This design comes from an exercise in tuning for small area and few clock cycles per item on the open sky130 flow, not from production work.
The RTL was checked by simulation tests, not by an equivalence proof against the original design.
Power is estimated from default activity; no workload was simulated.

== old ==
Design rv32i_exec, start of the top module:
module rv32i_exec
(
    input  logic            clk_i,
    input  logic            rst_i,
    input  logic            instr_valid_i,
    output logic            instr_ready_o,
    input  defs::data_t     instr_i,
    input  defs::data_t     pc_i,
    output logic            retire_valid_o,
    input  logic            retire_ready_i,
    output defs::data_t     retire_pc_o,
    output defs::reg_addr_t retire_rd_o,
    output logic            retire_we_o,
    output defs::data_t     retire_data_o
);
    logic [6:0]      op;
    logic [2:0]      f3;
    defs::reg_addr_t rd, rs1, rs2;
    logic            is_reg, is_imm, is_lui, is_auipc, is_jal, is_jalr, is_load, is_store, is_branch;
    logic            is_arith, is_link, writes, sub;
    defs::data_t     imm_i, imm_s, imm_u;
    defs::data_t     rf_rd1, rf_rd2, rs1v, rs2v;
    defs::data_t     a_d, b_d;
    logic [1:0]      grp_d;
    logic            fwd1, fwd2;
    logic            is_sll;
    defs::data_t     a_q, b_q;
    logic            cin_q;
    logic [1:0]      grp_q;
    logic [2:0]      f3_q;
    logic            alt_q;
    defs::reg_addr_t rd_q;
    defs::data_t     result;
    logic            handover;
    assign op  = instr_i[6:0];
    assign f3  = instr_i[14:12];
    assign rd  = instr_i[11:7];
    assign rs1 = instr_i[19:15];
    assign rs2 = instr_i[24:20];
    assign is_reg    = op == defs::OP_REG;
    assign is_imm    = op == defs::OP_IMM;
    assign is_lui    = op == defs::OP_LUI;
    assign is_auipc  = op == defs::OP_AUIPC;
    assign is_jal    = op == defs::OP_JAL;
    assign is_jalr   = op == defs::OP_JALR;
    assign is_load   = op == defs::OP_LOAD;
    assign is_store  = op == defs::OP_STORE;
    assign is_branch = op == defs::OP_BRANCH;
    assign is_arith  = is_reg || is_imm;
    assign is_link   = is_jal || is_jalr;
    assign writes    = is_arith || is_lui || is_auipc || is_link || is_load;
    assign imm_i = {{20{instr_i[31]}}, instr_i[31:20]};
    assign imm_s = {{20{instr_i[31]}}, instr_i[31:25], instr_i[11:7]};
    assign imm_u = {instr_i[31:12], 12'b0};
  ...
Size: roughly 3200 cells after synthesis, about 0.050 sq mm of cells after synthesis.
clock: 6.5 ns
lec_check: 0
cap_margin: 40
core_margin: 2
core_utilization: 55
cts_buf_list: sky130_fd_sc_hd__clkbuf_8
cts_cluster_size: 20
slew_margin: 20
synth_hierarchical: 1
run.sh (not shown) runs the stock make flow with config.mk's settings and CLKGATE_MAP_FILE= SYNTH_SCRIPT=/design/flow/synth_recipe.tcl, a recipe that flattens the netlist after the stock synthesis.
Testbench counts of old, summed over its fixed seeds: cycles 16,008, items 16,000.
## Diff of input files: new against old
- swapping 20 for 14 in CTS_CLUSTER_SIZE
- swapping sky130_fd_sc_hd__clkbuf_8 for sky130_fd_sc_hd__clkbuf_16 in CTS_BUF_LIST
- putting CTS_CLUSTER_DIAMETER at 50 where nothing was set
- swapping 55 for 45 in CORE_UTILIZATION
--- outcome ---
new vs old: total clock buffers created by CTS down. Re data arrival time at the worst-slack endpoint: new is 0.19 ns down on old. Relative to old, total power has gone up in new. new vs old, worst setup path startpoint: b_q[1] vs a_q[0]. new ends up with a switching power of the nets that is 1.5% lower than in old. Compared with old, new shows a clock buffer count that is about 40% lower. Compared with old, in new post-layout minimum cycle time down 0.18 ns; critical path depth down 7; combinational cell fraction of total power down 0.5 points.


Starting RTL as in the previous note.
clock: 6.5 ns
lec_check: 0
cap_margin: 40
core_margin: 2
core_utilization: 45
cts_buf_list: sky130_fd_sc_hd__clkbuf_16
cts_cluster_diameter: 60
cts_cluster_size: 20
slew_margin: 20
synth_hierarchical: 1
standard.sh (not shown) runs the stock make flow with config.mk's settings and CLKGATE_MAP_FILE= SYNTH_SCRIPT=/design/flow/synth_recipe.tcl, a recipe that flattens the netlist after the stock synthesis.
==> flow/flow/run.sh <==
#!/bin/bash
# The standard layout, with the smallest buffer on the ports.
set -euo pipefail
cd "$(dirname "$0")/.."
bash ./standard.sh "BUFFER_PORTS_ARGS=-buffer_cell sky130_fd_sc_hd__buf_1" finish > orfs_make.log 2>&1
Testbench counts at the start, summed over its fixed seeds: cycles 16,008, items 16,000.
Change:
==> flow/flow/run.sh (replaced) <==
#!/bin/bash
# The standard layout with two changes: the smallest buffer on the ports,
# and a clock tree of larger sink clusters without dummy loads.
set -euo pipefail
cd "$(dirname "$0")/.."
CTS="-sink_clustering_enable -repair_clock_nets -dont_use_dummy_load -buf_list sky130_fd_sc_hd__clkbuf_16 -sink_clustering_size 24 -sink_clustering_max_diameter 60"
bash ./standard.sh "BUFFER_PORTS_ARGS=-buffer_cell sky130_fd_sc_hd__buf_1" "CTS_ARGS=$CTS" finish > orfs_make.log 2>&1
--- a/flow/config.mk
+++ b/flow/config.mk
@@ -8 +8 @@
-export CAP_MARGIN = 40
+export CAP_MARGIN = 20
@@ -11,3 +10,0 @@
-export CTS_BUF_LIST = sky130_fd_sc_hd__clkbuf_16
-export CTS_CLUSTER_DIAMETER = 60
-export CTS_CLUSTER_SIZE = 20
Effect: Die area does not change; critical path depth is unchanged; combinational power barely changes; sequential power hardly moves; cell count went down by 2.0%; design area went down by about 2.2%; count of clock-buffer cells in the layout went up by 1; maximum frequency went up by about 1.7%; power went down by 5.7%; setup slack is better by 110 ps.

afterwards: timing with drivers on the ports:
How much do the figures lean on ideal ports? The routed layouts below were timed once more, with nothing changed but the port constraints. Step 1 assumes that a clkbuf_16 drives the clock port and a buf_2 every other input. Step 2 adds t to the input delays and takes it off the output delays; t is the mean of the earliest and latest rising clock arrival at the registers after step 1. Input paths then give back, and output paths get back, about the clock's delay inside the block. Slacks: no drivers / after step 1 / after step 2; pairs: no drivers / after step 1.
| run | shift t [ns] | slack for setup (ns) | hold WS [ns] | worst setup path after step 2 | worst slew at a driven data input, ns |
|---|---|---|---|---|---|
| old | 0.946 | 0.104 / 0.041 / 0.035 | 0.487 / 0.487 / 0.487 | input to register | 0.06 |
| new | 0.772 | 0.286 / 0.220 / -0.200 | 0.491 / 0.491 / 0.491 | input to register | 0.06 |
| the first run of note 2 | 0.774 | 0.098 / 0.018 / 0.094 | 0.486 / 0.486 / 0.486 | input to register | 0.05 |
| the second run of note 2 | 0.743 | 0.206 / 0.133 / 0.164 | 0.486 / 0.486 / 0.486 | input to register | 0.04 |
Met with ideal ports but missed after step 2: setup timing in new. The setup slack of new, which loses most, moves by -0.066 ns with the drivers and by -0.486 ns with both steps.
